Background: an optimization exercise with open tools, aiming at small area, a short achievable clock period and few clock cycles per item. Do not read the settings as production practice. Function was not checked in any run shown here: the RTL went through the layout flow alone. No activity file was given, so power comes from the tool's default toggle rates.

`flow/run.sh`:
```
#!/bin/bash
set -o pipefail
cp standard.sh standard_sh.txt
export BUFFER_PORTS_ARGS="-buffer_cell sky130_fd_sc_hd__buf_1"
bash standard.sh > standard.log 2>&1
```
`standard.sh`:
```
#!/bin/bash
# synth_recipe.tcl (not shown) runs the flow's synth.tcl, then flattens the netlist and writes it again
# the make line also repeats each setting of config.mk as NAME=value (left out here)
make -C /OpenROAD-flow-scripts/flow DESIGN_CONFIG=/design/flow/config.mk WORK_HOME=/design/flow/orfs CLKGATE_MAP_FILE= SYNTH_SCRIPT=/design/flow/synth_recipe.tcl "${@:-finish}"
```
`config.mk`:
```
export PLATFORM = sky130hd
export DESIGN_NAME = vector_floating_point_divide_unit_iterative
export DESIGN_NICKNAME = vector_floating_point_divide_unit_iterative
export VERILOG_FILES = /design/flow/design.v
export SDC_FILE = /design/flow/constraint.sdc
export NUM_CORES = 4
export LEC_CHECK = 0
export CAP_MARGIN = 20
export CORE_MARGIN = 2
export CORE_UTILIZATION = 40
export SETUP_SLACK_MARGIN = 2.0
export SLEW_MARGIN = 20
export TNS_END_PERCENT = 0
```
`constraint.sdc`:
```
create_clock -name core_clock -period 5.5 [get_ports {clock}]
set_input_delay 1.1000 -clock core_clock [delete_from_list [all_inputs] [get_ports {clock}]]
set_output_delay 1.1000 -clock core_clock [all_outputs]
set_load 0.01 [all_outputs]
```
`design.v`:
```
package vector_floating_point_divide_unit_iterative_pkg;
  localparam logic [2:0] ZERO   = 3'd0;
  localparam logic [2:0] NORMAL = 3'd1;
  localparam logic [2:0] INF    = 3'd2;
  localparam logic [2:0] QNAN   = 3'd3;
  localparam logic [2:0] SNAN   = 3'd4;
  localparam int FF_NV = 4;
  localparam int FF_DZ = 3;
  localparam int FF_OF = 2;
  localparam int FF_UF = 1;
  localparam int FF_NX = 0;
  localparam logic [1:0] IDLE   = 2'd0;
  localparam logic [1:0] DIVIDE = 2'd1;
  localparam logic [1:0] ROUND  = 2'd2;
  localparam logic [1:0] DONE   = 2'd3;
  localparam logic [31:0] FP32_CANONICAL_NAN  = 32'h7FC00000;
  localparam int          FP32_BIAS           = 127;
  localparam int          FP32_DIV_ITERATIONS = 26;
  function automatic logic [2:0] fp32_classify(input logic [31:0] x);
    logic [2:0] c;
    if (x[30:23] == 8'h00)      c = ZERO;
    else if (x[30:23] == 8'hFF) c = (x[22:0] == 23'd0) ? INF :
                                    (x[22] ? QNAN : SNAN);
    else                        c = NORMAL;
    fp32_classify = c;
  endfunction
endpackage
module fp32_divide_lane (
  input  logic        clock,
  input  logic        load,
  input  logic        step,
  input  logic        fin1,
  input  logic        round,
  input  logic [30:0] op_a,
  input  logic [30:0] op_b,
  input  logic        sign_in,
  output logic [31:0] result,
  output logic [4:0]  flags
);
  localparam int NV = vector_floating_point_divide_unit_iterative_pkg::FF_NV;
  localparam int DZ = vector_floating_point_divide_unit_iterative_pkg::FF_DZ;
  localparam int OF = vector_floating_point_divide_unit_iterative_pkg::FF_OF;
  localparam int UF = vector_floating_point_divide_unit_iterative_pkg::FF_UF;
  localparam int NX = vector_floating_point_divide_unit_iterative_pkg::FF_NX;
  logic [26:0] s_q, c_q;   
  logic [22:0] d_q;        
  logic [25:0] q_q;        
  logic [22:0] rf_q;       
  logic        neg_q, nz_q;  
  logic [9:0]  e_q;        
  logic        h_q;        
  logic        s_sign_q;
  logic        sp_nan_q, sp_inf_q, sp_zero_q, sp_nv_q, sp_dz_q;
  logic        rs_q;
  logic [7:0]  re_q;
  logic a_zero, a_inf, a_nan, a_snan, b_zero, b_inf, b_nan, b_snan;
  logic a_ff, b_ff, a_fz, b_fz;
  assign a_ff   = &op_a[30:23];
  assign b_ff   = &op_b[30:23];
  assign a_fz   = ~|op_a[22:0];
  assign b_fz   = ~|op_b[22:0];
  assign a_zero = ~|op_a[30:23];
  assign b_zero = ~|op_b[30:23];
  assign a_inf  = a_ff & a_fz;
  assign b_inf  = b_ff & b_fz;
  assign a_nan  = a_ff & ~a_fz;
  assign b_nan  = b_ff & ~b_fz;
  assign a_snan = a_nan & ~op_a[22];
  assign b_snan = b_nan & ~op_b[22];
  logic p_nan, p_inf, p_zero, p_nv, p_dz, p_invalid;
  assign p_invalid = (a_zero & b_zero) | (a_inf & b_inf);
  assign p_nan  = a_nan | b_nan | p_invalid;
  assign p_nv   = a_snan | b_snan | p_invalid;
  assign p_inf  = ~p_nan & (a_inf | b_zero);
  assign p_dz   = ~p_nan & ~a_inf & b_zero;
  assign p_zero = ~p_nan & ~a_inf & ~b_zero & (a_zero | b_inf);
  logic [9:0] e_in;
  assign e_in = {2'b00, op_a[30:23]} - {2'b00, op_b[30:23]} + 10'd126;
  logic h_in;
  assign h_in = (op_a[22:20] <= op_b[22:20]);
  function automatic logic [3:0] sel_digit(input logic [2:0] dh, input logic [6:0] e);
    logic [3:0] r;
    case ({dh, e})
      10'd3: r = 4'b0100;
      10'd4: r = 4'b0100;
      10'd5: r = 4'b0100;
      10'd6: r = 4'b0100;
      10'd7: r = 4'b0100;
      10'd8: r = 4'b0100;
      10'd9: r = 4'b0100;
      10'd10: r = 4'b0100;
      10'd11: r = 4'b0100;
      10'd12: r = 4'b1000;
      10'd13: r = 4'b1000;
      10'd14: r = 4'b1000;
      10'd15: r = 4'b1000;
      10'd16: r = 4'b1000;
      10'd17: r = 4'b1000;
      10'd18: r = 4'b1000;
      10'd19: r = 4'b1000;
      10'd20: r = 4'b1000;
      10'd21: r = 4'b1000;
      10'd22: r = 4'b1000;
      10'd23: r = 4'b1000;
      10'd24: r = 4'b1000;
      10'd25: r = 4'b1000;
      10'd26: r = 4'b1000;
      10'd27: r = 4'b1000;
      10'd28: r = 4'b1000;
      10'd29: r = 4'b1000;
      10'd30: r = 4'b1000;
      10'd31: r = 4'b1000;
      10'd32: r = 4'b1000;
      10'd33: r = 4'b1000;
      10'd34: r = 4'b1000;
      10'd35: r = 4'b1000;
      10'd36: r = 4'b1000;
      10'd37: r = 4'b1000;
      10'd38: r = 4'b1000;
      10'd39: r = 4'b1000;
      10'd40: r = 4'b1000;
      10'd41: r = 4'b1000;
      10'd42: r = 4'b1000;
      10'd43: r = 4'b1000;
      10'd44: r = 4'b1000;
      10'd45: r = 4'b1000;
      10'd46: r = 4'b1000;
      10'd47: r = 4'b1000;
      10'd48: r = 4'b1000;
      10'd49: r = 4'b1000;
      10'd50: r = 4'b1000;
      10'd51: r = 4'b1000;
      10'd52: r = 4'b1000;
      10'd53: r = 4'b1000;
      10'd54: r = 4'b1000;
      10'd55: r = 4'b1000;
      10'd56: r = 4'b1000;
      10'd57: r = 4'b1000;
      10'd58: r = 4'b1000;
      10'd59: r = 4'b1000;
      10'd60: r = 4'b1000;
      10'd61: r = 4'b1000;
      10'd62: r = 4'b1000;
      10'd63: r = 4'b1000;
      10'd64: r = 4'b0001;
      10'd65: r = 4'b0001;
      10'd66: r = 4'b0001;
      10'd67: r = 4'b0001;
      10'd68: r = 4'b0001;
      10'd69: r = 4'b0001;
      10'd70: r = 4'b0001;
      10'd71: r = 4'b0001;
      10'd72: r = 4'b0001;
      10'd73: r = 4'b0001;
      10'd74: r = 4'b0001;
      10'd75: r = 4'b0001;
      10'd76: r = 4'b0001;
      10'd77: r = 4'b0001;
      10'd78: r = 4'b0001;
      10'd79: r = 4'b0001;
      10'd80: r = 4'b0001;
      10'd81: r = 4'b0001;
      10'd82: r = 4'b0001;
      10'd83: r = 4'b0001;
      10'd84: r = 4'b0001;
      10'd85: r = 4'b0001;
      10'd86: r = 4'b0001;
      10'd87: r = 4'b0001;
      10'd88: r = 4'b0001;
      10'd89: r = 4'b0001;
      10'd90: r = 4'b0001;
      10'd91: r = 4'b0001;
      10'd92: r = 4'b0001;
      10'd93: r = 4'b0001;
      10'd94: r = 4'b0001;
      10'd95: r = 4'b0001;
      10'd96: r = 4'b0001;
      10'd97: r = 4'b0001;
      10'd98: r = 4'b0001;
      10'd99: r = 4'b0001;
      10'd100: r = 4'b0001;
      10'd101: r = 4'b0001;
      10'd102: r = 4'b0001;
      10'd103: r = 4'b0001;
      10'd104: r = 4'b0001;
      10'd105: r = 4'b0001;
      10'd106: r = 4'b0001;
      10'd107: r = 4'b0001;
      10'd108: r = 4'b0001;
      10'd109: r = 4'b0001;
      10'd110: r = 4'b0001;
      10'd111: r = 4'b0001;
      10'd112: r = 4'b0001;
      10'd113: r = 4'b0001;
      10'd114: r = 4'b0001;
      10'd115: r = 4'b0010;
      10'd116: r = 4'b0010;
      10'd117: r = 4'b0010;
      10'd118: r = 4'b0010;
      10'd119: r = 4'b0010;
      10'd120: r = 4'b0010;
      10'd121: r = 4'b0010;
      10'd122: r = 4'b0010;
      10'd132: r = 4'b0100;
      10'd133: r = 4'b0100;
      10'd134: r = 4'b0100;
      10'd135: r = 4'b0100;
      10'd136: r = 4'b0100;
      10'd137: r = 4'b0100;
      10'd138: r = 4'b0100;
      10'd139: r = 4'b0100;
      10'd140: r = 4'b0100;
      10'd141: r = 4'b0100;
      10'd142: r = 4'b1000;
      10'd143: r = 4'b1000;
      10'd144: r = 4'b1000;
      10'd145: r = 4'b1000;
      10'd146: r = 4'b1000;
      10'd147: r = 4'b1000;
      10'd148: r = 4'b1000;
      10'd149: r = 4'b1000;
      10'd150: r = 4'b1000;
      10'd151: r = 4'b1000;
      10'd152: r = 4'b1000;
      10'd153: r = 4'b1000;
      10'd154: r = 4'b1000;
      10'd155: r = 4'b1000;
      10'd156: r = 4'b1000;
      10'd157: r = 4'b1000;
      10'd158: r = 4'b1000;
      10'd159: r = 4'b1000;
      10'd160: r = 4'b1000;
      10'd161: r = 4'b1000;
      10'd162: r = 4'b1000;
      10'd163: r = 4'b1000;
      10'd164: r = 4'b1000;
      10'd165: r = 4'b1000;
      10'd166: r = 4'b1000;
      10'd167: r = 4'b1000;
      10'd168: r = 4'b1000;
      10'd169: r = 4'b1000;
      10'd170: r = 4'b1000;
      10'd171: r = 4'b1000;
      10'd172: r = 4'b1000;
      10'd173: r = 4'b1000;
      10'd174: r = 4'b1000;
      10'd175: r = 4'b1000;
      10'd176: r = 4'b1000;
      10'd177: r = 4'b1000;
      10'd178: r = 4'b1000;
      10'd179: r = 4'b1000;
      10'd180: r = 4'b1000;
      10'd181: r = 4'b1000;
      10'd182: r = 4'b1000;
      10'd183: r = 4'b1000;
      10'd184: r = 4'b1000;
      10'd185: r = 4'b1000;
      10'd186: r = 4'b1000;
      10'd187: r = 4'b1000;
      10'd188: r = 4'b1000;
      10'd189: r = 4'b1000;
      10'd190: r = 4'b1000;
      10'd191: r = 4'b1000;
      10'd192: r = 4'b0001;
      10'd193: r = 4'b0001;
      10'd194: r = 4'b0001;
      10'd195: r = 4'b0001;
      10'd196: r = 4'b0001;
      10'd197: r = 4'b0001;
      10'd198: r = 4'b0001;
      10'd199: r = 4'b0001;
      10'd200: r = 4'b0001;
      10'd201: r = 4'b0001;
      10'd202: r = 4'b0001;
      10'd203: r = 4'b0001;
      10'd204: r = 4'b0001;
      10'd205: r = 4'b0001;
      10'd206: r = 4'b0001;
      10'd207: r = 4'b0001;
      10'd208: r = 4'b0001;
      10'd209: r = 4'b0001;
      10'd210: r = 4'b0001;
      10'd211: r = 4'b0001;
      10'd212: r = 4'b0001;
      10'd213: r = 4'b0001;
      10'd214: r = 4'b0001;
      10'd215: r = 4'b0001;
      10'd216: r = 4'b0001;
      10'd217: r = 4'b0001;
      10'd218: r = 4'b0001;
      10'd219: r = 4'b0001;
      10'd220: r = 4'b0001;
      10'd221: r = 4'b0001;
      10'd222: r = 4'b0001;
      10'd223: r = 4'b0001;
      10'd224: r = 4'b0001;
      10'd225: r = 4'b0001;
      10'd226: r = 4'b0001;
      10'd227: r = 4'b0001;
      10'd228: r = 4'b0001;
      10'd229: r = 4'b0001;
      10'd230: r = 4'b0001;
      10'd231: r = 4'b0001;
      10'd232: r = 4'b0001;
      10'd233: r = 4'b0001;
      10'd234: r = 4'b0001;
      10'd235: r = 4'b0001;
      10'd236: r = 4'b0001;
      10'd237: r = 4'b0001;
      10'd238: r = 4'b0001;
      10'd239: r = 4'b0001;
      10'd240: r = 4'b0001;
      10'd241: r = 4'b0010;
      10'd242: r = 4'b0010;
      10'd243: r = 4'b0010;
      10'd244: r = 4'b0010;
      10'd245: r = 4'b0010;
      10'd246: r = 4'b0010;
      10'd247: r = 4'b0010;
      10'd248: r = 4'b0010;
      10'd249: r = 4'b0010;
      10'd260: r = 4'b0100;
      10'd261: r = 4'b0100;
      10'd262: r = 4'b0100;
      10'd263: r = 4'b0100;
      10'd264: r = 4'b0100;
      10'd265: r = 4'b0100;
      10'd266: r = 4'b0100;
      10'd267: r = 4'b0100;
      10'd268: r = 4'b0100;
      10'd269: r = 4'b0100;
      10'd270: r = 4'b0100;
      10'd271: r = 4'b1000;
      10'd272: r = 4'b1000;
      10'd273: r = 4'b1000;
      10'd274: r = 4'b1000;
      10'd275: r = 4'b1000;
      10'd276: r = 4'b1000;
      10'd277: r = 4'b1000;
      10'd278: r = 4'b1000;
      10'd279: r = 4'b1000;
      10'd280: r = 4'b1000;
      10'd281: r = 4'b1000;
      10'd282: r = 4'b1000;
      10'd283: r = 4'b1000;
      10'd284: r = 4'b1000;
      10'd285: r = 4'b1000;
      10'd286: r = 4'b1000;
      10'd287: r = 4'b1000;
      10'd288: r = 4'b1000;
      10'd289: r = 4'b1000;
      10'd290: r = 4'b1000;
      10'd291: r = 4'b1000;
      10'd292: r = 4'b1000;
      10'd293: r = 4'b1000;
      10'd294: r = 4'b1000;
      10'd295: r = 4'b1000;
      10'd296: r = 4'b1000;
      10'd297: r = 4'b1000;
      10'd298: r = 4'b1000;
      10'd299: r = 4'b1000;
      10'd300: r = 4'b1000;
      10'd301: r = 4'b1000;
      10'd302: r = 4'b1000;
      10'd303: r = 4'b1000;
      10'd304: r = 4'b1000;
      10'd305: r = 4'b1000;
      10'd306: r = 4'b1000;
      10'd307: r = 4'b1000;
      10'd308: r = 4'b1000;
      10'd309: r = 4'b1000;
      10'd310: r = 4'b1000;
      10'd311: r = 4'b1000;
      10'd312: r = 4'b1000;
      10'd313: r = 4'b1000;
      10'd314: r = 4'b1000;
      10'd315: r = 4'b1000;
      10'd316: r = 4'b1000;
      10'd317: r = 4'b1000;
      10'd318: r = 4'b1000;
      10'd319: r = 4'b1000;
      10'd320: r = 4'b0001;
      10'd321: r = 4'b0001;
      10'd322: r = 4'b0001;
      10'd323: r = 4'b0001;
      10'd324: r = 4'b0001;
      10'd325: r = 4'b0001;
      10'd326: r = 4'b0001;
      10'd327: r = 4'b0001;
      10'd328: r = 4'b0001;
      10'd329: r = 4'b0001;
      10'd330: r = 4'b0001;
      10'd331: r = 4'b0001;
      10'd332: r = 4'b0001;
      10'd333: r = 4'b0001;
      10'd334: r = 4'b0001;
      10'd335: r = 4'b0001;
      10'd336: r = 4'b0001;
      10'd337: r = 4'b0001;
      10'd338: r = 4'b0001;
      10'd339: r = 4'b0001;
      10'd340: r = 4'b0001;
      10'd341: r = 4'b0001;
      10'd342: r = 4'b0001;
      10'd343: r = 4'b0001;
      10'd344: r = 4'b0001;
      10'd345: r = 4'b0001;
      10'd346: r = 4'b0001;
      10'd347: r = 4'b0001;
      10'd348: r = 4'b0001;
      10'd349: r = 4'b0001;
      10'd350: r = 4'b0001;
      10'd351: r = 4'b0001;
      10'd352: r = 4'b0001;
      10'd353: r = 4'b0001;
      10'd354: r = 4'b0001;
      10'd355: r = 4'b0001;
      10'd356: r = 4'b0001;
      10'd357: r = 4'b0001;
      10'd358: r = 4'b0001;
      10'd359: r = 4'b0001;
      10'd360: r = 4'b0001;
      10'd361: r = 4'b0001;
      10'd362: r = 4'b0001;
      10'd363: r = 4'b0001;
      10'd364: r = 4'b0001;
      10'd365: r = 4'b0001;
      10'd366: r = 4'b0001;
      10'd367: r = 4'b0001;
      10'd368: r = 4'b0010;
      10'd369: r = 4'b0010;
      10'd370: r = 4'b0010;
      10'd371: r = 4'b0010;
      10'd372: r = 4'b0010;
      10'd373: r = 4'b0010;
      10'd374: r = 4'b0010;
      10'd375: r = 4'b0010;
      10'd376: r = 4'b0010;
      10'd377: r = 4'b0010;
      10'd388: r = 4'b0100;
      10'd389: r = 4'b0100;
      10'd390: r = 4'b0100;
      10'd391: r = 4'b0100;
      10'd392: r = 4'b0100;
      10'd393: r = 4'b0100;
      10'd394: r = 4'b0100;
      10'd395: r = 4'b0100;
      10'd396: r = 4'b0100;
      10'd397: r = 4'b0100;
      10'd398: r = 4'b0100;
      10'd399: r = 4'b0100;
      10'd400: r = 4'b1000;
      10'd401: r = 4'b1000;
      10'd402: r = 4'b1000;
      10'd403: r = 4'b1000;
      10'd404: r = 4'b1000;
      10'd405: r = 4'b1000;
      10'd406: r = 4'b1000;
      10'd407: r = 4'b1000;
      10'd408: r = 4'b1000;
      10'd409: r = 4'b1000;
      10'd410: r = 4'b1000;
      10'd411: r = 4'b1000;
      10'd412: r = 4'b1000;
      10'd413: r = 4'b1000;
      10'd414: r = 4'b1000;
      10'd415: r = 4'b1000;
      10'd416: r = 4'b1000;
      10'd417: r = 4'b1000;
      10'd418: r = 4'b1000;
      10'd419: r = 4'b1000;
      10'd420: r = 4'b1000;
      10'd421: r = 4'b1000;
      10'd422: r = 4'b1000;
      10'd423: r = 4'b1000;
      10'd424: r = 4'b1000;
      10'd425: r = 4'b1000;
      10'd426: r = 4'b1000;
      10'd427: r = 4'b1000;
      10'd428: r = 4'b1000;
      10'd429: r = 4'b1000;
      10'd430: r = 4'b1000;
      10'd431: r = 4'b1000;
      10'd432: r = 4'b1000;
      10'd433: r = 4'b1000;
      10'd434: r = 4'b1000;
      10'd435: r = 4'b1000;
      10'd436: r = 4'b1000;
      10'd437: r = 4'b1000;
      10'd438: r = 4'b1000;
      10'd439: r = 4'b1000;
      10'd440: r = 4'b1000;
      10'd441: r = 4'b1000;
      10'd442: r = 4'b1000;
      10'd443: r = 4'b1000;
      10'd444: r = 4'b1000;
      10'd445: r = 4'b1000;
      10'd446: r = 4'b1000;
      10'd447: r = 4'b1000;
      10'd448: r = 4'b0001;
      10'd449: r = 4'b0001;
      10'd450: r = 4'b0001;
      10'd451: r = 4'b0001;
      10'd452: r = 4'b0001;
      10'd453: r = 4'b0001;
      10'd454: r = 4'b0001;
      10'd455: r = 4'b0001;
      10'd456: r = 4'b0001;
      10'd457: r = 4'b0001;
      10'd458: r = 4'b0001;
      10'd459: r = 4'b0001;
      10'd460: r = 4'b0001;
      10'd461: r = 4'b0001;
      10'd462: r = 4'b0001;
      10'd463: r = 4'b0001;
      10'd464: r = 4'b0001;
      10'd465: r = 4'b0001;
      10'd466: r = 4'b0001;
      10'd467: r = 4'b0001;
      10'd468: r = 4'b0001;
      10'd469: r = 4'b0001;
      10'd470: r = 4'b0001;
      10'd471: r = 4'b0001;
      10'd472: r = 4'b0001;
      10'd473: r = 4'b0001;
      10'd474: r = 4'b0001;
      10'd475: r = 4'b0001;
      10'd476: r = 4'b0001;
      10'd477: r = 4'b0001;
      10'd478: r = 4'b0001;
      10'd479: r = 4'b0001;
      10'd480: r = 4'b0001;
      10'd481: r = 4'b0001;
      10'd482: r = 4'b0001;
      10'd483: r = 4'b0001;
      10'd484: r = 4'b0001;
      10'd485: r = 4'b0001;
      10'd486: r = 4'b0001;
      10'd487: r = 4'b0001;
      10'd488: r = 4'b0001;
      10'd489: r = 4'b0001;
      10'd490: r = 4'b0001;
      10'd491: r = 4'b0001;
      10'd492: r = 4'b0001;
      10'd493: r = 4'b0001;
      10'd494: r = 4'b0010;
      10'd495: r = 4'b0010;
      10'd496: r = 4'b0010;
      10'd497: r = 4'b0010;
      10'd498: r = 4'b0010;
      10'd499: r = 4'b0010;
      10'd500: r = 4'b0010;
      10'd501: r = 4'b0010;
      10'd502: r = 4'b0010;
      10'd503: r = 4'b0010;
      10'd504: r = 4'b0010;
      10'd517: r = 4'b0100;
      10'd518: r = 4'b0100;
      10'd519: r = 4'b0100;
      10'd520: r = 4'b0100;
      10'd521: r = 4'b0100;
      10'd522: r = 4'b0100;
      10'd523: r = 4'b0100;
      10'd524: r = 4'b0100;
      10'd525: r = 4'b0100;
      10'd526: r = 4'b0100;
      10'd527: r = 4'b0100;
      10'd528: r = 4'b0100;
      10'd529: r = 4'b0100;
      10'd530: r = 4'b1000;
      10'd531: r = 4'b1000;
      10'd532: r = 4'b1000;
      10'd533: r = 4'b1000;
      10'd534: r = 4'b1000;
      10'd535: r = 4'b1000;
      10'd536: r = 4'b1000;
      10'd537: r = 4'b1000;
      10'd538: r = 4'b1000;
      10'd539: r = 4'b1000;
      10'd540: r = 4'b1000;
      10'd541: r = 4'b1000;
      10'd542: r = 4'b1000;
      10'd543: r = 4'b1000;
      10'd544: r = 4'b1000;
      10'd545: r = 4'b1000;
      10'd546: r = 4'b1000;
      10'd547: r = 4'b1000;
      10'd548: r = 4'b1000;
      10'd549: r = 4'b1000;
      10'd550: r = 4'b1000;
      10'd551: r = 4'b1000;
      10'd552: r = 4'b1000;
      10'd553: r = 4'b1000;
      10'd554: r = 4'b1000;
      10'd555: r = 4'b1000;
      10'd556: r = 4'b1000;
      10'd557: r = 4'b1000;
      10'd558: r = 4'b1000;
      10'd559: r = 4'b1000;
      10'd560: r = 4'b1000;
      10'd561: r = 4'b1000;
      10'd562: r = 4'b1000;
      10'd563: r = 4'b1000;
      10'd564: r = 4'b1000;
      10'd565: r = 4'b1000;
      10'd566: r = 4'b1000;
      10'd567: r = 4'b1000;
      10'd568: r = 4'b1000;
      10'd569: r = 4'b1000;
      10'd570: r = 4'b1000;
      10'd571: r = 4'b1000;
      10'd572: r = 4'b1000;
      10'd573: r = 4'b1000;
      10'd574: r = 4'b1000;
      10'd575: r = 4'b1000;
      10'd576: r = 4'b0001;
      10'd577: r = 4'b0001;
      10'd578: r = 4'b0001;
      10'd579: r = 4'b0001;
      10'd580: r = 4'b0001;
      10'd581: r = 4'b0001;
      10'd582: r = 4'b0001;
      10'd583: r = 4'b0001;
      10'd584: r = 4'b0001;
      10'd585: r = 4'b0001;
      10'd586: r = 4'b0001;
      10'd587: r = 4'b0001;
      10'd588: r = 4'b0001;
      10'd589: r = 4'b0001;
      10'd590: r = 4'b0001;
      10'd591: r = 4'b0001;
      10'd592: r = 4'b0001;
      10'd593: r = 4'b0001;
      10'd594: r = 4'b0001;
      10'd595: r = 4'b0001;
      10'd596: r = 4'b0001;
      10'd597: r = 4'b0001;
      10'd598: r = 4'b0001;
      10'd599: r = 4'b0001;
      10'd600: r = 4'b0001;
      10'd601: r = 4'b0001;
      10'd602: r = 4'b0001;
      10'd603: r = 4'b0001;
      10'd604: r = 4'b0001;
      10'd605: r = 4'b0001;
      10'd606: r = 4'b0001;
      10'd607: r = 4'b0001;
      10'd608: r = 4'b0001;
      10'd609: r = 4'b0001;
      10'd610: r = 4'b0001;
      10'd611: r = 4'b0001;
      10'd612: r = 4'b0001;
      10'd613: r = 4'b0001;
      10'd614: r = 4'b0001;
      10'd615: r = 4'b0001;
      10'd616: r = 4'b0001;
      10'd617: r = 4'b0001;
      10'd618: r = 4'b0001;
      10'd619: r = 4'b0001;
      10'd620: r = 4'b0010;
      10'd621: r = 4'b0010;
      10'd622: r = 4'b0010;
      10'd623: r = 4'b0010;
      10'd624: r = 4'b0010;
      10'd625: r = 4'b0010;
      10'd626: r = 4'b0010;
      10'd627: r = 4'b0010;
      10'd628: r = 4'b0010;
      10'd629: r = 4'b0010;
      10'd630: r = 4'b0010;
      10'd631: r = 4'b0010;
      10'd645: r = 4'b0100;
      10'd646: r = 4'b0100;
      10'd647: r = 4'b0100;
      10'd648: r = 4'b0100;
      10'd649: r = 4'b0100;
      10'd650: r = 4'b0100;
      10'd651: r = 4'b0100;
      10'd652: r = 4'b0100;
      10'd653: r = 4'b0100;
      10'd654: r = 4'b0100;
      10'd655: r = 4'b0100;
      10'd656: r = 4'b0100;
      10'd657: r = 4'b0100;
      10'd658: r = 4'b0100;
      10'd659: r = 4'b1000;
      10'd660: r = 4'b1000;
      10'd661: r = 4'b1000;
      10'd662: r = 4'b1000;
      10'd663: r = 4'b1000;
      10'd664: r = 4'b1000;
      10'd665: r = 4'b1000;
      10'd666: r = 4'b1000;
      10'd667: r = 4'b1000;
      10'd668: r = 4'b1000;
      10'd669: r = 4'b1000;
      10'd670: r = 4'b1000;
      10'd671: r = 4'b1000;
      10'd672: r = 4'b1000;
      10'd673: r = 4'b1000;
      10'd674: r = 4'b1000;
      10'd675: r = 4'b1000;
      10'd676: r = 4'b1000;
      10'd677: r = 4'b1000;
      10'd678: r = 4'b1000;
      10'd679: r = 4'b1000;
      10'd680: r = 4'b1000;
      10'd681: r = 4'b1000;
      10'd682: r = 4'b1000;
      10'd683: r = 4'b1000;
      10'd684: r = 4'b1000;
      10'd685: r = 4'b1000;
      10'd686: r = 4'b1000;
      10'd687: r = 4'b1000;
      10'd688: r = 4'b1000;
      10'd689: r = 4'b1000;
      10'd690: r = 4'b1000;
      10'd691: r = 4'b1000;
      10'd692: r = 4'b1000;
      10'd693: r = 4'b1000;
      10'd694: r = 4'b1000;
      10'd695: r = 4'b1000;
      10'd696: r = 4'b1000;
      10'd697: r = 4'b1000;
      10'd698: r = 4'b1000;
      10'd699: r = 4'b1000;
      10'd700: r = 4'b1000;
      10'd701: r = 4'b1000;
      10'd702: r = 4'b1000;
      10'd703: r = 4'b1000;
      10'd704: r = 4'b0001;
      10'd705: r = 4'b0001;
      10'd706: r = 4'b0001;
      10'd707: r = 4'b0001;
      10'd708: r = 4'b0001;
      10'd709: r = 4'b0001;
      10'd710: r = 4'b0001;
      10'd711: r = 4'b0001;
      10'd712: r = 4'b0001;
      10'd713: r = 4'b0001;
      10'd714: r = 4'b0001;
      10'd715: r = 4'b0001;
      10'd716: r = 4'b0001;
      10'd717: r = 4'b0001;
      10'd718: r = 4'b0001;
      10'd719: r = 4'b0001;
      10'd720: r = 4'b0001;
      10'd721: r = 4'b0001;
      10'd722: r = 4'b0001;
      10'd723: r = 4'b0001;
      10'd724: r = 4'b0001;
      10'd725: r = 4'b0001;
      10'd726: r = 4'b0001;
      10'd727: r = 4'b0001;
      10'd728: r = 4'b0001;
      10'd729: r = 4'b0001;
      10'd730: r = 4'b0001;
      10'd731: r = 4'b0001;
      10'd732: r = 4'b0001;
      10'd733: r = 4'b0001;
      10'd734: r = 4'b0001;
      10'd735: r = 4'b0001;
      10'd736: r = 4'b0001;
      10'd737: r = 4'b0001;
      10'd738: r = 4'b0001;
      10'd739: r = 4'b0001;
      10'd740: r = 4'b0001;
      10'd741: r = 4'b0001;
      10'd742: r = 4'b0001;
      10'd743: r = 4'b0001;
      10'd744: r = 4'b0001;
      10'd745: r = 4'b0001;
      10'd746: r = 4'b0001;
      10'd747: r = 4'b0010;
      10'd748: r = 4'b0010;
      10'd749: r = 4'b0010;
      10'd750: r = 4'b0010;
      10'd751: r = 4'b0010;
      10'd752: r = 4'b0010;
      10'd753: r = 4'b0010;
      10'd754: r = 4'b0010;
      10'd755: r = 4'b0010;
      10'd756: r = 4'b0010;
      10'd757: r = 4'b0010;
      10'd758: r = 4'b0010;
      10'd759: r = 4'b0010;
      10'd773: r = 4'b0100;
      10'd774: r = 4'b0100;
      10'd775: r = 4'b0100;
      10'd776: r = 4'b0100;
      10'd777: r = 4'b0100;
      10'd778: r = 4'b0100;
      10'd779: r = 4'b0100;
      10'd780: r = 4'b0100;
      10'd781: r = 4'b0100;
      10'd782: r = 4'b0100;
      10'd783: r = 4'b0100;
      10'd784: r = 4'b0100;
      10'd785: r = 4'b0100;
      10'd786: r = 4'b0100;
      10'd787: r = 4'b0100;
      10'd788: r = 4'b1000;
      10'd789: r = 4'b1000;
      10'd790: r = 4'b1000;
      10'd791: r = 4'b1000;
      10'd792: r = 4'b1000;
      10'd793: r = 4'b1000;
      10'd794: r = 4'b1000;
      10'd795: r = 4'b1000;
      10'd796: r = 4'b1000;
      10'd797: r = 4'b1000;
      10'd798: r = 4'b1000;
      10'd799: r = 4'b1000;
      10'd800: r = 4'b1000;
      10'd801: r = 4'b1000;
      10'd802: r = 4'b1000;
      10'd803: r = 4'b1000;
      10'd804: r = 4'b1000;
      10'd805: r = 4'b1000;
      10'd806: r = 4'b1000;
      10'd807: r = 4'b1000;
      10'd808: r = 4'b1000;
      10'd809: r = 4'b1000;
      10'd810: r = 4'b1000;
      10'd811: r = 4'b1000;
      10'd812: r = 4'b1000;
      10'd813: r = 4'b1000;
      10'd814: r = 4'b1000;
      10'd815: r = 4'b1000;
      10'd816: r = 4'b1000;
      10'd817: r = 4'b1000;
      10'd818: r = 4'b1000;
      10'd819: r = 4'b1000;
      10'd820: r = 4'b1000;
      10'd821: r = 4'b1000;
      10'd822: r = 4'b1000;
      10'd823: r = 4'b1000;
      10'd824: r = 4'b1000;
      10'd825: r = 4'b1000;
      10'd826: r = 4'b1000;
      10'd827: r = 4'b1000;
      10'd828: r = 4'b1000;
      10'd829: r = 4'b1000;
      10'd830: r = 4'b1000;
      10'd831: r = 4'b1000;
      10'd832: r = 4'b0001;
      10'd833: r = 4'b0001;
      10'd834: r = 4'b0001;
      10'd835: r = 4'b0001;
      10'd836: r = 4'b0001;
      10'd837: r = 4'b0001;
      10'd838: r = 4'b0001;
      10'd839: r = 4'b0001;
      10'd840: r = 4'b0001;
      10'd841: r = 4'b0001;
      10'd842: r = 4'b0001;
      10'd843: r = 4'b0001;
      10'd844: r = 4'b0001;
      10'd845: r = 4'b0001;
      10'd846: r = 4'b0001;
      10'd847: r = 4'b0001;
      10'd848: r = 4'b0001;
      10'd849: r = 4'b0001;
      10'd850: r = 4'b0001;
      10'd851: r = 4'b0001;
      10'd852: r = 4'b0001;
      10'd853: r = 4'b0001;
      10'd854: r = 4'b0001;
      10'd855: r = 4'b0001;
      10'd856: r = 4'b0001;
      10'd857: r = 4'b0001;
      10'd858: r = 4'b0001;
      10'd859: r = 4'b0001;
      10'd860: r = 4'b0001;
      10'd861: r = 4'b0001;
      10'd862: r = 4'b0001;
      10'd863: r = 4'b0001;
      10'd864: r = 4'b0001;
      10'd865: r = 4'b0001;
      10'd866: r = 4'b0001;
      10'd867: r = 4'b0001;
      10'd868: r = 4'b0001;
      10'd869: r = 4'b0001;
      10'd870: r = 4'b0001;
      10'd871: r = 4'b0001;
      10'd872: r = 4'b0001;
      10'd873: r = 4'b0010;
      10'd874: r = 4'b0010;
      10'd875: r = 4'b0010;
      10'd876: r = 4'b0010;
      10'd877: r = 4'b0010;
      10'd878: r = 4'b0010;
      10'd879: r = 4'b0010;
      10'd880: r = 4'b0010;
      10'd881: r = 4'b0010;
      10'd882: r = 4'b0010;
      10'd883: r = 4'b0010;
      10'd884: r = 4'b0010;
      10'd885: r = 4'b0010;
      10'd886: r = 4'b0010;
      10'd902: r = 4'b0100;
      10'd903: r = 4'b0100;
      10'd904: r = 4'b0100;
      10'd905: r = 4'b0100;
      10'd906: r = 4'b0100;
      10'd907: r = 4'b0100;
      10'd908: r = 4'b0100;
      10'd909: r = 4'b0100;
      10'd910: r = 4'b0100;
      10'd911: r = 4'b0100;
      10'd912: r = 4'b0100;
      10'd913: r = 4'b0100;
      10'd914: r = 4'b0100;
      10'd915: r = 4'b0100;
      10'd916: r = 4'b0100;
      10'd917: r = 4'b0100;
      10'd918: r = 4'b1000;
      10'd919: r = 4'b1000;
      10'd920: r = 4'b1000;
      10'd921: r = 4'b1000;
      10'd922: r = 4'b1000;
      10'd923: r = 4'b1000;
      10'd924: r = 4'b1000;
      10'd925: r = 4'b1000;
      10'd926: r = 4'b1000;
      10'd927: r = 4'b1000;
      10'd928: r = 4'b1000;
      10'd929: r = 4'b1000;
      10'd930: r = 4'b1000;
      10'd931: r = 4'b1000;
      10'd932: r = 4'b1000;
      10'd933: r = 4'b1000;
      10'd934: r = 4'b1000;
      10'd935: r = 4'b1000;
      10'd936: r = 4'b1000;
      10'd937: r = 4'b1000;
      10'd938: r = 4'b1000;
      10'd939: r = 4'b1000;
      10'd940: r = 4'b1000;
      10'd941: r = 4'b1000;
      10'd942: r = 4'b1000;
      10'd943: r = 4'b1000;
      10'd944: r = 4'b1000;
      10'd945: r = 4'b1000;
      10'd946: r = 4'b1000;
      10'd947: r = 4'b1000;
      10'd948: r = 4'b1000;
      10'd949: r = 4'b1000;
      10'd950: r = 4'b1000;
      10'd951: r = 4'b1000;
      10'd952: r = 4'b1000;
      10'd953: r = 4'b1000;
      10'd954: r = 4'b1000;
      10'd955: r = 4'b1000;
      10'd956: r = 4'b1000;
      10'd957: r = 4'b1000;
      10'd958: r = 4'b1000;
      10'd959: r = 4'b1000;
      10'd960: r = 4'b0001;
      10'd961: r = 4'b0001;
      10'd962: r = 4'b0001;
      10'd963: r = 4'b0001;
      10'd964: r = 4'b0001;
      10'd965: r = 4'b0001;
      10'd966: r = 4'b0001;
      10'd967: r = 4'b0001;
      10'd968: r = 4'b0001;
      10'd969: r = 4'b0001;
      10'd970: r = 4'b0001;
      10'd971: r = 4'b0001;
      10'd972: r = 4'b0001;
      10'd973: r = 4'b0001;
      10'd974: r = 4'b0001;
      10'd975: r = 4'b0001;
      10'd976: r = 4'b0001;
      10'd977: r = 4'b0001;
      10'd978: r = 4'b0001;
      10'd979: r = 4'b0001;
      10'd980: r = 4'b0001;
      10'd981: r = 4'b0001;
      10'd982: r = 4'b0001;
      10'd983: r = 4'b0001;
      10'd984: r = 4'b0001;
      10'd985: r = 4'b0001;
      10'd986: r = 4'b0001;
      10'd987: r = 4'b0001;
      10'd988: r = 4'b0001;
      10'd989: r = 4'b0001;
      10'd990: r = 4'b0001;
      10'd991: r = 4'b0001;
      10'd992: r = 4'b0001;
      10'd993: r = 4'b0001;
      10'd994: r = 4'b0001;
      10'd995: r = 4'b0001;
      10'd996: r = 4'b0001;
      10'd997: r = 4'b0001;
      10'd998: r = 4'b0001;
      10'd999: r = 4'b0010;
      10'd1000: r = 4'b0010;
      10'd1001: r = 4'b0010;
      10'd1002: r = 4'b0010;
      10'd1003: r = 4'b0010;
      10'd1004: r = 4'b0010;
      10'd1005: r = 4'b0010;
      10'd1006: r = 4'b0010;
      10'd1007: r = 4'b0010;
      10'd1008: r = 4'b0010;
      10'd1009: r = 4'b0010;
      10'd1010: r = 4'b0010;
      10'd1011: r = 4'b0010;
      10'd1012: r = 4'b0010;
      10'd1013: r = 4'b0010;
      default: r = 4'b0000;
    endcase
    sel_digit = r;
  endfunction
  logic [3:0] dg_q;        
  logic [2:0] dgs_q;       
  logic qpos, qneg, qone, qtwo;
  assign qpos = dg_q[3] | dg_q[2];
  assign qneg = dg_q[1] | dg_q[0];
  assign qone = dg_q[2] | dg_q[1];
  assign qtwo = dg_q[3] | dg_q[0];
  logic [26:0] mag, addend;
  assign mag    = ({27{qone}} & {3'b000, 1'b1, d_q}) | ({27{qtwo}} & {2'b00, 1'b1, d_q, 1'b0});
  assign addend = qpos ? ~mag : mag;
  logic [26:0] sum, cy;
  assign sum = s_q ^ c_q ^ addend;
  assign cy  = (s_q & c_q) | (s_q & addend) | (c_q & addend);
  logic [26:0] mag_t, addend_t;
  logic [24:17] sum_t, cy_t;
  assign mag_t    = ({27{dgs_q[1]}} & {3'b000, 1'b1, d_q}) | ({27{dgs_q[0]}} & {2'b00, 1'b1, d_q, 1'b0});
  assign addend_t = dgs_q[2] ? ~mag_t : mag_t;
  assign sum_t    = s_q[24:17] ^ c_q[24:17] ^ addend_t[24:17];
  assign cy_t     = (s_q[24:17] & c_q[24:17]) | (s_q[24:17] & addend_t[24:17]) | (c_q[24:17] & addend_t[24:17]);
  logic [6:0] est_n, est_ld;
  logic [3:0] dg_n, dg_ld;
  assign est_n  = sum_t[24:18] + cy_t[23:17];
  assign dg_n   = sel_digit(d_q[22:20], est_n);
  assign est_ld = h_in ? {2'b00, 1'b1, op_a[22:19]} : {3'b000, 1'b1, op_a[22:20]};
  assign dg_ld  = sel_digit(op_b[22:20], est_ld);
  logic [25:0] q_dec;
  logic [1:0]  dig;
  assign q_dec = q_q - 26'd1;
  assign dig   = {qtwo | (qone & qneg), qone};
  logic        neg, nz, neg_c, nz_c;
  logic [26:0] wsum;
  assign wsum  = s_q + c_q;
  assign neg_c = wsum[26];
  assign nz_c  = ((s_q ^ c_q) != {(s_q[25:0] | c_q[25:0]), 1'b0});
  assign neg   = fin1 ? neg_c : neg_q;
  assign nz    = fin1 ? nz_c  : nz_q;
  logic        lead1, norm, r, xb, lsb, up, inexact;
  logic [22:0] frac, fr, fr_inc;
  logic        c_inc, c;
  logic [9:0]  e0, e_inc, e_fin;
  logic        ovf, unf, ovf0, unf0, ovf1, unf1;
  logic [31:0] rnd_res;
  logic [4:0]  rnd_flags;
  always_comb begin
    lead1   = q_q[25];
    norm    = ~h_q | lead1;
    frac    = lead1 ? q_q[24:2] : q_q[23:1];
    r       = lead1 ? q_q[1]    : q_q[0];
    xb      = lead1 & q_q[0];
    lsb     = frac[0];
    up      = r & (xb | (~neg & (lsb | nz)));
    inexact = r | xb | nz;
    {c_inc, fr_inc} = {1'b0, frac} + 24'd1;
    fr      = up ? fr_inc : frac;
    c       = up & c_inc;
    e0      = e_q + {9'd0, norm};
    e_inc   = e0 + 10'd1;
    ovf0    = ($signed(e0) >= 10'sd255);
    unf0    = ($signed(e0) <= 10'sd0);
    ovf1    = ($signed(e_inc) >= 10'sd255);
    unf1    = ($signed(e_inc) <= 10'sd0);
    e_fin   = c ? e_inc : e0;
    ovf     = c ? ovf1 : ovf0;
    unf     = c ? unf1 : unf0;
    rnd_flags = '0;
    if (sp_nan_q) begin
      rnd_res       = 32'h7FC00000;
      rnd_flags[NV] = sp_nv_q;
    end else if (sp_inf_q) begin
      rnd_res       = {s_sign_q, 8'hFF, 23'd0};
      rnd_flags[DZ] = sp_dz_q;
    end else if (sp_zero_q) begin
      rnd_res       = {s_sign_q, 31'd0};
    end else if (ovf) begin
      rnd_res       = {s_sign_q, 8'hFF, 23'd0};
      rnd_flags[OF] = 1'b1;
      rnd_flags[NX] = 1'b1;
    end else if (unf) begin
      rnd_res       = {s_sign_q, 31'd0};
      rnd_flags[UF] = 1'b1;
      rnd_flags[NX] = 1'b1;
    end else begin
      rnd_res       = {s_sign_q, e_fin[7:0], fr};
      rnd_flags[NX] = inexact;
    end
  end
  assign flags = rnd_flags;
  always_ff @(posedge clock) begin
    if (load) begin
      s_q   <= h_in ? {2'b00, 1'b1, op_a[22:0], 1'b0} : {3'b000, 1'b1, op_a[22:0]};
      c_q   <= '0;
      dg_q  <= dg_ld;
      dgs_q <= {dg_ld[3] | dg_ld[2], dg_ld[2] | dg_ld[1], dg_ld[3] | dg_ld[0]};
    end else begin
      s_q   <= {sum[24:0], 2'b00};
      c_q   <= {cy[23:0], qpos, 2'b00};
      dg_q  <= dg_n;
      dgs_q <= {dg_n[3] | dg_n[2], dg_n[2] | dg_n[1], dg_n[3] | dg_n[0]};
    end
  end
  always_ff @(posedge clock) begin
    if (load) begin
      d_q       <= op_b[22:0];
      e_q       <= e_in;
      h_q       <= h_in;
      s_sign_q  <= sign_in;
      sp_nan_q  <= p_nan;
      sp_inf_q  <= p_inf;
      sp_zero_q <= p_zero;
      sp_nv_q   <= p_nv;
      sp_dz_q   <= p_dz;
    end
    if (step) q_q <= qneg ? {q_dec[23:0], dig} : {q_q[23:0], dig};
    if (fin1) begin
      neg_q <= neg_c;
      nz_q  <= nz_c;
    end
    if (round) begin
      rf_q <= rnd_res[22:0];
      re_q <= rnd_res[30:23];
      rs_q <= rnd_res[31];
    end
  end
  assign result = {rs_q, re_q, rf_q};
endmodule
module vector_floating_point_divide_unit_iterative #(
  parameter int VLEN = 128,
  parameter int SEW  = 32
) (
  input  logic            clock,
  input  logic            reset,
  input  logic            flush,
  input  logic            in_valid,
  output logic            in_ready,
  input  logic            reverse,
  input  logic [VLEN-1:0] vs2,
  input  logic [VLEN-1:0] vs1,
  output logic            out_valid,
  input  logic            out_ready,
  output logic [VLEN-1:0] vd,
  output logic [4:0]      fflags
);
  localparam int NUM_LANES = VLEN / SEW;
  localparam int STEPS     = 13;
  if (SEW != 32) begin : g_sew_chk
    $error("vector divider supports SEW=32 only");
  end
  if (VLEN % 32 != 0) begin : g_vlen_chk
    $error("VLEN must be a multiple of 32");
  end
  logic       idle_q;
  logic       it_q;
  logic       fin_q;
  logic       fin1_q;     
  logic [3:0] cnt_q;
  logic       ov_q;
  logic       ready, accept, last, round_now, it_d, fin_d;
  assign ready     = idle_q | (fin_q & ~ov_q);
  assign in_ready  = ready;
  assign out_valid = ov_q;
  assign accept    = ready & in_valid & ~flush;
  assign last      = (cnt_q == 4'(STEPS - 1));
  assign round_now = fin_q & (~ov_q | out_ready);
  assign it_d      = accept | (it_q & ~last);
  assign fin_d     = (it_q & last) | (fin_q & ~round_now);
  always_ff @(posedge clock or posedge reset) begin
    if (reset) begin
      idle_q <= 1'b0;
      it_q   <= 1'b0;
      fin_q  <= 1'b0;
      fin1_q <= 1'b0;
      cnt_q  <= '0;
      ov_q   <= 1'b0;
    end else if (flush) begin
      idle_q <= 1'b1;
      it_q   <= 1'b0;
      fin_q  <= 1'b0;
      fin1_q <= 1'b0;
      cnt_q  <= '0;
      ov_q   <= 1'b0;
    end else begin
      it_q   <= it_d;
      fin_q  <= fin_d;
      fin1_q <= it_q & last;
      idle_q <= ~it_d & ~fin_d;
      if (it_q) cnt_q <= last ? 4'd0 : cnt_q + 4'd1;
      if (round_now)      ov_q <= 1'b1;
      else if (out_ready) ov_q <= 1'b0;
    end
  end
  logic [NUM_LANES-1:0][31:0] lane_res;
  logic [NUM_LANES-1:0][4:0]  lane_flags;
  logic [4:0]                 flags_or;
  for (genvar i = 0; i < NUM_LANES; i++) begin : g_lane
    logic [30:0] op_a, op_b;
    assign op_a = reverse ? vs1[32*i +: 31] : vs2[32*i +: 31];
    assign op_b = reverse ? vs2[32*i +: 31] : vs1[32*i +: 31];
    assign vd[32*i +: 32] = lane_res[i];
    fp32_divide_lane u_lane (
      .clock    (clock),
      .load     (ready),
      .step     (it_q),
      .fin1     (fin1_q),
      .round    (round_now),
      .op_a     (op_a),
      .op_b     (op_b),
      .sign_in  (vs1[32*i+31] ^ vs2[32*i+31]),
      .result   (lane_res[i]),
      .flags    (lane_flags[i])
    );
  end
  always_comb begin
    flags_or = '0;
    for (int i = 0; i < NUM_LANES; i++) flags_or = flags_or | lane_flags[i];
  end
  always_ff @(posedge clock) begin
    if (round_now) fflags <= flags_or;
  end
endmodule
```
==> results.txt, run 1 <==
R2R Setup Slk=1690 ps; Inst Count DP=6908; syn nets=~5800; residual DRC count=0; crit path DAT=around 4200 ps; final instance area=56330 um^2; WL/cell=19.90 um; fin cells=7164; die width=between 300 and 400 um; Max stage delay on crit path=470 ps; Layout area overhead=17.13%; peak supply drop=approximately 0.62 mV; antenna violations before repair=11; ys flop type=edfxtp_1; H-tree levels=3; worst hold path class=in2async; Netlist cell types=between 100 and 150; crit end category=flip-flop; Syn Std Cell Area=48090 um^2; largest net degree at the start of global routing=115; Rel. slew slack=approximately a third; CTS Hold Bufs=0; vias in the first global route=37400; vias=approximately 39000; leakage power total=around 22 nW; synthesized flop and latch total=650; Place WS=between 500 and 600 ps; Pre-Repair DR Iteration Count=8; CTS clock-pin slew for the worst setup and hold paths=60 ps; final setup vio count=0; ys async rst share=1.385%; worst reg2reg path depth=13; r2r startpoint=g_lane[2].u_lane.c_q[12]; Syn Area/Cell=~9.4 um^2; max_cap viols=0; total wire length=around 140 mm; final hold vios=0; Post-synth EDFFs=between 300 and 400; Max Clock Freq=0.2628 GHz; cell row count=about 130; clk sinks=650; crit path launch type=flip-flop; CTS tree=built; global route overflow=0; Critical R2R Capture=fflags[0]; CP max FO=3; global placement routability congestion=0.8849; placed cell areas=51130 um^2; actual slew at the worst max-slew pin=991.2 ps; Root Buffer=clkbuf_16; total core area=approximately 120000 um^2; Final period util=69.19%; Fillers=11340; vias per cell=5.409; cts bufs inserted=80; Initial Util=40.19%; die area=123000 um^2; worst clock skew=27.02 ps; Chip Height=350.7 um; Worst path slowest cell=or4b_1; initial DRC count=around 2900; Final min period=3805 ps; clk latency of the worst-skew pair=650 ps; All-Layer GR Usage=22.23%; Setup CP Type=reg2reg; unrepaired setup endpoints after global routing=true; Setup TNS=0 ps; Critical Path RT=5880 ps; HPWL after DPL=106.6 mm; first-pass GRT wire length=214.9 mm; yosys warns=2; worst path cell trace=inv_1 > ha_1 > and2_1 > a221o_1 > a221oi_2 > a21oi_2 > a211o_4 > o21ai_4 > nand3_4 > mux2i_4 > buf_6 > a222oi_1 > or4b_1; Routed Antenna Nets=0; IO Pins=397; setup ws final=1695 ps; clk buf depth=3; post-synthesis cell count=5106; Slew Limit Fails=0; Port Buffer Count=396; hold_ws=406.3 ps; fin nets=~6200; share of layout cells above drive strength 1=around an eighth; sequential area share after synthesis=35.41%; status=no timing/DRC/antenna violations; PD cells=581.6 nW/um^2
==> stage by stage <==
stage | power (mW) | utilization [%]
floorplan | 19.84 | -
global placement | 23.59 | 42.73
detailed placement | 23.74 | 42.73
CTS | 30.51 | 46.09
global route | 35.32 | 47.07
finish | 32.76 | 47.08
==> placed cells by master (no fill, tap or decap), drive strengths merged, types with 47 or more instances in the layout <==
| cell | n |
|---|---|
| a21oi | 298 |
| nand3 | 109 |
| clkbuf | 108 |
| buf | 552 |
| a211oi | 54 |
| mux2 | 117 |
| dfxtp | 244 |
| xor2 | 237 |
| nor3 | 105 |
| edfxtp | 397 |
| nor2 | 504 |
| o21ai | 153 |
| inv | 408 |
| ha | 305 |
| nor4 | 77 |
| fa | 120 |
| xnor2 | 351 |
| nand4 | 120 |
| nand2 | 283 |
| nand2b | 47 |
| mux2i | 267 |
| a22oi | 118 |
==> cell usage after synthesis, drive strengths merged, types with 12 or more instances <==
cell type	n	area share, %
a22oi	118	1.9
or4	19	0.30
nand3	109	1.1
or3	28	0.36
o21bai	22	0.34
buf	68	0.68
or2	39	0.51
nand2	283	2.2
mux2i	267	5.6
a21o	37	0.58
clkbuf	201	1.6
and3	35	0.46
a21oi	298	3.1
xnor2	350	6.4
mux2	117	2.7
nor4b	14	0.31
a211oi	54	0.92
nor3	105	1.1
edfxtp	397	25
o211ai	27	0.42
ha	305	7.9
xor2	237	4.3
inv	403	3.1
dfxtp	244	10
nor2	504	3.9
o21a	15	0.23
nor2b	36	0.47
fa	120	5.0
nand3b	16	0.25
a31oi	18	0.23
o21ai	153	1.6
nand4	120	1.6
nor4	77	1.1
nand2b	46	0.60
o22ai	12	0.16
and2	44	0.57
==> flip-flops by register name, indices dropped and copies added (netlist names), 5 cells and up <==
name,cells
g_lane.u_lane.s_q,108
g_lane.u_lane.q_q,104
g_lane.u_lane.c_q,100
g_lane.u_lane.d_q,92
g_lane.u_lane.rf_q,92
g_lane.u_lane.e_q,40
g_lane.u_lane.re_q,32
g_lane.u_lane.dg_q,16
g_lane.u_lane.dgs_q,12
fflags,5
==> worst max-delay path by stage <==
stage,slack [ps],cells past startpoint,from,endpoint
final,1690,13,g_lane[2].u_lane.c_q[12],fflags[0]
after global routing,1580,15,g_lane[0].u_lane.d_q[18],g_lane[0].u_lane.dgs_q[1]
after CTS,1710,13,g_lane[2].u_lane.c_q[23],fflags[0]
after detailed placement,560,11,reverse,g_lane[1].u_lane.sp_nv_q
after global placement,600,11,reverse,g_lane[1].u_lane.sp_nv_q
after floorplan,710,19,g_lane[0].u_lane.q_q[25],fflags[0]
==> report_power, final <==
part | switching (mW) | internal (mW) | leakage (nW) | total (mW)
Clock | 2.20 | 3.20 | 1.29 | 5.40
Sequential | 1.00 | 6.29 | 5.98 | 7.29
Combinational | 11.5 | 8.53 | 14.5 | 20.1
Total | 14.7 | 18.0 | 21.8 | 32.8
==> timing repair <==
item	4_1_cts	5_1_grt
pin swaps	33	47
setup endpoints to repair	279	270
buffers inserted	52	41
resized for setup	213	153
cloned	1	6
==> logic make-up (layout without fill, tap and decap cells) <==
logic type,count (synthesis),after routing,synth area share (%)
and+or+nand+nor,1522,1525,15.74
DFF,650,650,35.41
AOI/OAI and AO/OA,865,866,11.52
other,0,8,0
buffers and inverters,673,1106,5.404
muxes,384,384,8.297
xor gates and xnor gates,587,588,10.69
adders and majority gates,425,425,12.93
==> final cells by class <==
type                            count  area, um^2  area share [%]
Antenna cell                        8       20.02         0.03554
Clock buffer                      106        2203           3.911
Clock inverter                     42       446.7          0.7929
Inverter                          404        1554           2.759
Multi-Input combinational cell   3788       30150           53.53
Sequential cell                   650       17070           30.31
Tap cell                         1612        2017           3.580
Timing Repair Buffer              554        2865           5.086
==> layer usage <==
metal | global-route usage, % | routed length [um]
met1 | 31.77 | 66340
met2 | 35.17 | 64320
met3 | 3.009 | 8745
met4 | 6.009 | 3162
met5 | 0 | 7
==> worst max-delay path: cells and delay by family (launching register included) <==
family / cells / cell delay (ps)
compound gates: 6 / 1700
simple gates: 3 / 740
flops: 1 / 340
fa+ha+maj: 1 / 310
buf+inv: 2 / 240
mux: 1 / 210
==> run 2: changes to the inputs <==
--- a/config.mk
+++ b/config.mk
@@ -7,7 +7,7 @@
 export LEC_CHECK = 0
 export CAP_MARGIN = 20
 export CORE_MARGIN = 2
-export CORE_UTILIZATION = 40
+export CORE_UTILIZATION = 50
 export SETUP_SLACK_MARGIN = 2.0
 export SLEW_MARGIN = 20
 export TNS_END_PERCENT = 0
==> results.txt, run 2 <==
Critical Path RT=6020 ps (+140 ps); Layout area overhead=14.81%; clk sinks=650 (unchanged); total core area=95150 um^2 (-20%); Syn Area/Cell=9.419 um^2 (unchanged); top flop regs=g_lane.u_lane.s_q (108), g_lane.u_lane.q_q (104), g_lane.u_lane.c_q (100); Setup CP Type=reg2reg; Top reg by flops=g_lane.u_lane.s_q; peak supply drop=0.5017 mV (-20%); H-tree levels=3 (unchanged); leakage power total=21.61 nW (-0.83%); clk buf depth=3 (unchanged); Max stage delay on crit path=550 ps (+80 ps); sequential cell area=17060 um^2 (about the same); sequential area share after synthesis=35.41% (unchanged); most frequent cells in the layout=nor2_1 (494), edfxtp_1 (397), buf_1 (395); leading cell type in the layout, fill and taps excluded=nor2_1; total power draw=30.92 mW (-5.6%); multi-input logic area=29610 um^2 (-1.8%); All-Layer GR Usage=27.10% (+4.9 points); die width=314.1 um (-10%); worst clock skew=31.55 ps (+4.531 ps); Pre-Repair DR Iteration Count=8 (unchanged); antenna violations before repair=8 (-3); Final period util=69.18% (about the same); CP max FO=5 (+2); CTS clock-pin slew for the worst setup and hold paths=60 ps (about the same); CTS Hold Bufs=0 (unchanged); post-synthesis cell count=5106 (unchanged); Root Buffer=clkbuf_16; Compound-Gate Fraction of Synth Area=11.52% (unchanged); first-pass GRT wire length=211.5 mm (-1.6%); global placement routability congestion=0.9215 (+4.1%); yosys warns=2 (unchanged); syn nets=5793 (unchanged); most frequent cell after synthesis=nor2_1; vias=38590 (-0.42%); Max Clock Freq=0.2628 GHz (about the same); Worst path slowest cell=or4b_4; final setup vio count=0 (unchanged); Critical R2R Capture=fflags[2]; PD cells=560.1 nW/um^2 (-3.7%); Place WS=806.1 ps (+243.1 ps); cell row count=113 (-11%); synth top area cells=edfxtp_1 (25%), dfxtp_1 (10%), ha_1 (7.9%), xnor2_1 (6.4%), mux2i_1 (5.6%); vias in the first global route=37400 (-0.0080%); crit end category=flip-flop; xor-xnor portion of the synthesized cell area=10.69% (unchanged); largest net degree at the start of global routing=136 (+18%); ys async rst share=1.385% (unchanged); initial DRC count=3066 (+5.8%); Chip Height=314.1 um (-10%); WL/cell=19.96 um (+0.32%); synthesized flop and latch total=650 (unchanged); post-synth top area cell=edfxtp_1; worst reg2reg path depth=14 (+1); share of layout cells above drive strength 1=11.52% (-1.6 points); mux cell area share after synthesis=8.297% (unchanged); Post-synth EDFFs=397 (unchanged); CTS tree=built; Fillers=8486 (-25%); actual slew at the worst max-slew pin=1053 ps (+61.44 ps); vias per cell=5.679 (+5.0%); final hold vios=0 (unchanged); max_cap viols=0 (unchanged); Routed Antenna Nets=0 (unchanged); setup ws final=1695 ps (+0.1300 ps); residual DRC count=0 (unchanged); crit path launch type=flip-flop; fin nets=6144 (-0.34%); Simple-Gate Fraction of Synth Area=15.74% (unchanged); worst hold path class=in2async; Rel. slew slack=29.83% (-4.1 points); top-area cell type share of the netlist area=24.79% (unchanged); largest family of logic cells by synthesized area=simple AND/OR/NAND/NOR gates; worst path cell trace=inv_2 > ha_4 > nand4_1 > nor4_4 > o2111ai_4 > and4_4 > or4b_4 > or4b_4 > a22oi_2 > buf_4 > a222oi_1 > buf_4 > buf_4 > nand2_1; crit path DAT=4320 ps (+140 ps); Netlist cell types=102 (unchanged); ys flop type=edfxtp_1; unrepaired setup endpoints after global routing=true; most used cell, CP=buf_4; Initial Util=50.54% (+10 points); HPWL after DPL=102.2 mm (-4.2%); r2r startpoint=g_lane[3].u_lane.s_q[16]; Post-synth top cells=nor2_1 (503), inv_1 (401), edfxtp_1 (397); status=no timing/DRC/antenna violations; global route overflow=0 (unchanged); IO Pins=397 (unchanged); post-synthesis adder-cell area fraction=12.93% (unchanged); Largest register FFs=108 (unchanged); die area=98680 um^2 (-20%); total wire length=135.7 mm (-4.9%); Final min period=3805 ps (-0.1300 ps); Slew Limit Fails=0 (unchanged); Port Buffer Count=396 (unchanged); Setup TNS=0 ps (unchanged); Syn Std Cell Area=48090 um^2 (unchanged); cts bufs inserted=79 (-1.3%); clk latency of the worst-skew pair=650 ps (about the same); R2R Setup Slk=1690 ps (about the same)
## run 2: cell types whose count changed in the layout (fill, tap and decap cells not counted), moves of 8 or more
cell      change
buf_4        -19
a21oi_2       -8
clkinv_1      +8
nor4_2        +8
o21ai_0       +8
a21oi_1      +10
## run 2: per-stage QoR
step / util, % / hold WS (ps) / cell area, um^2 / std cells
6_report: 58.03 / 386.5 / 55220 / 6795
5_1_grt: 58.02 / 410.4 / 55200 / 6790
4_1_cts: 57.91 / 369.9 / 55100 / 6781
3_5_place_dp: 53.26 / 478.7 / 50670 / 6561
3_3_place_gp: 53.25 / 467.0 / 50670 / 6561
2_1_floorplan: - / 450.9 / 48100 / 5106
## run 2: where the power goes
group,internal (mW),total [mW],switching (mW)
Combinational,7.67,18.3,10.6
Sequential,6.28,7.25,0.964
Clock,3.25,5.41,2.16
## run 2: per-layer routing
metal,track usage [%],part of all wire [%],vias up
met5,0,0.0088,-
met4,6.253,2.1,2
met3,3.814,6.4,169
met2,42.72,45,1197
met1,39.37,47,18550
li1,-,-,18670
## run 2: worst max-delay path by stage
stage / start / to / cells after the start
floorplan: g_lane[0].u_lane.q_q[25] / fflags[0] / 19
global placement: reverse / g_lane[3].u_lane.sp_dz_q / 10
detailed placement: reverse / g_lane[2].u_lane.sp_dz_q / 10
CTS: g_lane[2].u_lane.c_q[19] / fflags[0] / 14
global route: g_lane[2].u_lane.q_q[25] / g_lane[2].u_lane.rf_q[16] / 17
finish: g_lane[3].u_lane.s_q[16] / fflags[2] / 14
## run 2: critical path, delay by kind of cell, from the launching register on
family	cells	cell delay (ps)
compound gates	3	550
fa+ha+maj	1	280
buf+inv	4	560
flops	1	380
simple gates	6	1890
## run 2: cell families (layout without fill, tap and decap cells)
group / Yosys count / in the layout
buffers and inverters: 673 / 1087
multiplexers: 384 / 384
flip-flops: 650 / 650
adder cells (fa/ha/maj): 425 / 425
AND/OR/NAND/NOR: 1522 / 1524
AO/OA/AOI/OAI: 865 / 865
XOR/XNOR: 587 / 587
other: 0 / 8
## run 2: repair_timing
action / 4_1_cts / 5_1_grt
buffers inserted: 71 / 6
pin swaps: 36 / 2
endpoints found under the hold margin: 0 / 0
endpoints found under the setup margin: 256 / 227
gates resized for setup: 247 / 9
cloned: 3 / 0
## run 2: area by class of cell
class | count | area share [%]
antenna | 8 | 0.03626
tap | 1265 | 2.867
timing repair buffer | 537 | 4.947
clock inverter | 43 | 0.8112
clock buffer | 103 | 4.009
multi-input combinational | 3785 | 53.63
sequential | 650 | 30.90
inverter | 404 | 2.796
==> run 3: changes to the inputs <==
--- a/config.mk
+++ b/config.mk
@@ -8,6 +8,5 @@
 export CAP_MARGIN = 20
 export CORE_MARGIN = 2
 export CORE_UTILIZATION = 50
-export SETUP_SLACK_MARGIN = 2.0
+export SETUP_SLACK_MARGIN = 1.5
 export SLEW_MARGIN = 20
-export TNS_END_PERCENT = 0
==> results.txt, run 3 <==
Final min period=3928 ps (+122.8 ps); clk buf depth=3 (unchanged); PD cells=555.1 nW/um^2 (-0.88%); Post-synth EDFFs=397 (unchanged); R2R Setup Slk=1570 ps (-120 ps); most frequent cells in the layout=nor2_1 (492), edfxtp_1 (397), buf_1 (395); met2 Usage GRT=42.74% (about the same); Compound-Gate Fraction of Synth Area=11.52% (unchanged); met3 global-route usage=3.926% (+0.11 points); share of layout cells above drive strength 1=10.92% (-0.60 points); IO Pins=397 (unchanged); Rel. slew slack=26.93% (-2.9 points); synth top area cells=edfxtp_1 (25%), dfxtp_1 (10%), ha_1 (7.9%), xnor2_1 (6.4%), mux2i_1 (5.6%); crit path DAT=4300 ps (-20 ps); ys async rst share=1.385% (unchanged); Layout area overhead=14.05%; Fillers=8517 (+0.37%); leading cell type in the layout, fill and taps excluded=nor2_1; syn nets=5793 (unchanged); global route overflow=0 (unchanged); Max Clock Freq=0.2546 GHz (-3.1%); post-synthesis cell count=5106 (unchanged); post-synth top area cell=edfxtp_1; worst clock skew=35.30 ps (+3.745 ps); vias per cell=5.691 (+0.21%); Place WS=932.1 ps (+126.0 ps); clk sinks=650 (unchanged); Worst setup startpoint=g_lane[0].u_lane.c_q[2]; post-synthesis adder-cell area fraction=12.93% (unchanged); Post-synth top cells=nor2_1 (503), inv_1 (401), edfxtp_1 (397); Setup TNS=0 ps (unchanged); total wire length=134.4 mm (-0.95%); Root Buffer=clkbuf_16; gr busiest metal=met2; All-Layer GR Usage=26.51% (-0.59 points); fin nets=6134 (-0.16%); first-pass GRT wire length=207.6 mm (-1.9%); M1 GR Usage=37.57% (-1.8 points); CTS tree=built; total core area=95150 um^2 (unchanged); worst reg2reg path depth=13 (-1); Slew Limit Fails=0 (unchanged); r2r startpoint=g_lane[0].u_lane.c_q[2]; Simple-Gate Fraction of Synth Area=15.74% (unchanged); status=no timing/DRC/antenna violations; vias in the first global route=37030 (-0.98%); CTS clock-pin slew for the worst setup and hold paths=60 ps (about the same); actual slew at the worst max-slew pin=1081 ps (+28.20 ps); clk latency of the worst-skew pair=650 ps (about the same); top flop regs=g_lane.u_lane.s_q (108), g_lane.u_lane.q_q (104), g_lane.u_lane.c_q (100); largest net degree at the start of global routing=127 (-6.6%); global placement routability congestion=0.8970 (-2.7%); crit path launch type=flip-flop; antenna violations before repair=10 (+2); Critical Path RT=5870 ps (-150 ps); Initial Util=50.54% (unchanged); crit path capture=fflags[0]; Syn Std Cell Area=48090 um^2 (unchanged); peak supply drop=0.4619 mV (-7.9%); sequential area share after synthesis=35.41% (unchanged); setup ws final=1572 ps (-122.8 ps); leakage power total=21.51 nW (-0.45%); Netlist cell types=102 (unchanged); CTS Hold Bufs=0 (unchanged); Finished Core Util=57.64% (-0.38 points); cts bufs inserted=78 (-1.3%); crit end category=flip-flop; most frequent cell after synthesis=nor2_1; die area=98680 um^2 (unchanged); Pre-Repair DR Iteration Count=7 (-1); worst path cell trace=inv_1 > ha_1 > nor4b_1 > nand4_1 > nor4_1 > a21oi_1 > o221ai_2 > buf_4 > nor4_4 > o21ai_1 > o31ai_4 > a222oi_1 > or4b_1; mux cell area share after synthesis=8.297% (unchanged); CP max FO=5 (unchanged); Setup CP Type=reg2reg; synthesized flop and latch total=650 (unchanged); xor-xnor portion of the synthesized cell area=10.69% (unchanged); Critical R2R Capture=fflags[0]; HPWL after DPL=101.8 mm (-0.40%); max_cap viols=0 (unchanged); final hold vios=0 (unchanged); ys flop type=edfxtp_1; H-tree levels=3 (unchanged); Worst path slowest cell=or4b_1; unrepaired setup endpoints after global routing=true; residual DRC count=0 (unchanged); top-area cell type share of the netlist area=24.79% (unchanged); die width=314.1 um (unchanged); Syn Area/Cell=9.419 um^2 (unchanged); Top reg by flops=g_lane.u_lane.s_q; Routed Antenna Nets=0 (unchanged); final setup vio count=0 (unchanged); vias=38630 (+0.096%); Largest register FFs=108 (unchanged); cell row count=113 (unchanged); yosys warns=2 (unchanged); initial DRC count=2724 (-11%); largest family of logic cells by synthesized area=simple AND/OR/NAND/NOR gates; worst hold path class=in2async; Max stage delay on crit path=460 ps (-90 ps); Chip Height=314.1 um (unchanged); Final period util=71.42% (+2.2 points); Port Buffer Count=396 (unchanged); WL/cell=19.80 um (-0.83%)
==> run 3: cell count changes in the layout (fill, tap and decap cells not counted), moves of 7 or more <==
cell | previous run | this run
clkinv_2 | 11 | 18
clkinv_1 | 17 | 3
inv_2 | 22 | 12
ha_4 | 27 | 16
inv_1 | 372 | 389
ha_1 | 274 | 286
==> run 3: logic make-up after synthesis <==
| logic type | count (synthesis) |
|---|---|
| buffers and inverters | 673 |
| AO/OA/AOI/OAI | 865 |
| AND/OR/NAND/NOR | 1522 |
| adder cells (fa/ha/maj) | 425 |
| XOR/XNOR | 587 |
| flip-flops | 650 |
| multiplexers | 384 |
==> run 3: metrics by stage <==
step / instance area (um^2) / total power, mW / hold slack, ps / std cells
after floorplan: 48350 / 19.88 / 450.9 / 5106
after global placement: 50790 / 23.51 / 468.0 / 6565
after detailed placement: 50800 / 23.65 / 470.8 / 6565
after CTS: 53640 / 29.12 / 368.6 / 6719
after global routing: 54840 / 33.02 / 410.2 / 6784
final: 54850 / 30.45 / 407.7 / 6787
==> run 3: per-layer routing <==
layer  wire [um]  vias to the layer above
met3        8215                      152
met2       62040                     1137
met4        2382                        4
met5          29                        -
met1       61700                    18680
li1            -                    18650
==> run 3: worst max-delay path, delay by kind of cell, from the launching register on <==
family / cells / cell delay, ps
DFF: 1 / 340
adders and majority gates: 1 / 300
AOI/OAI and AO/OA: 5 / 1110
buffers and inverters: 2 / 250
and+or+nand+nor: 5 / 1640
==> run 3: worst min-delay path by stage <==
stage / start / to / slack (ps)
detailed placement: g_lane[1].u_lane.neg_q / g_lane[1].u_lane.neg_q / 470
CTS: reset / ov_q / 370
floorplan: g_lane[1].u_lane.neg_q / g_lane[1].u_lane.neg_q / 450
global route: reset / fin1_q / 410
global placement: g_lane[3].u_lane.neg_q / g_lane[3].u_lane.neg_q / 470
finish: reset / ov_q / 410
==> run 3: layout make-up <==
class,count,area (um^2),share of cell area (%)
multi-input combinational,3786,29540,53.86
sequential,650,17060,31.10
timing repair buffer,527,2580,4.704
clock buffer,110,2247,4.097
tap,1265,1583,2.886
inverter,404,1526,2.783
clock inverter,36,291.5,0.5315
antenna,9,22.52,0.04106
==> run 3: timing repair <==
item,4_1_cts,5_1_grt
cloned,1,2
endpoints found under the setup margin,113,157
resized for setup,45,151
pin swaps,4,36
setup buffers,7,57
==> run 3: power by group <==
group | total, mW | switching [mW] | internal [mW]
Combinational | 18.0 | 10.6 | 7.46
Clock | 5.17 | 2.17 | 3.01
Sequential | 7.25 | 0.971 | 6.28
Total | 30.4 | 13.7 | 16.8
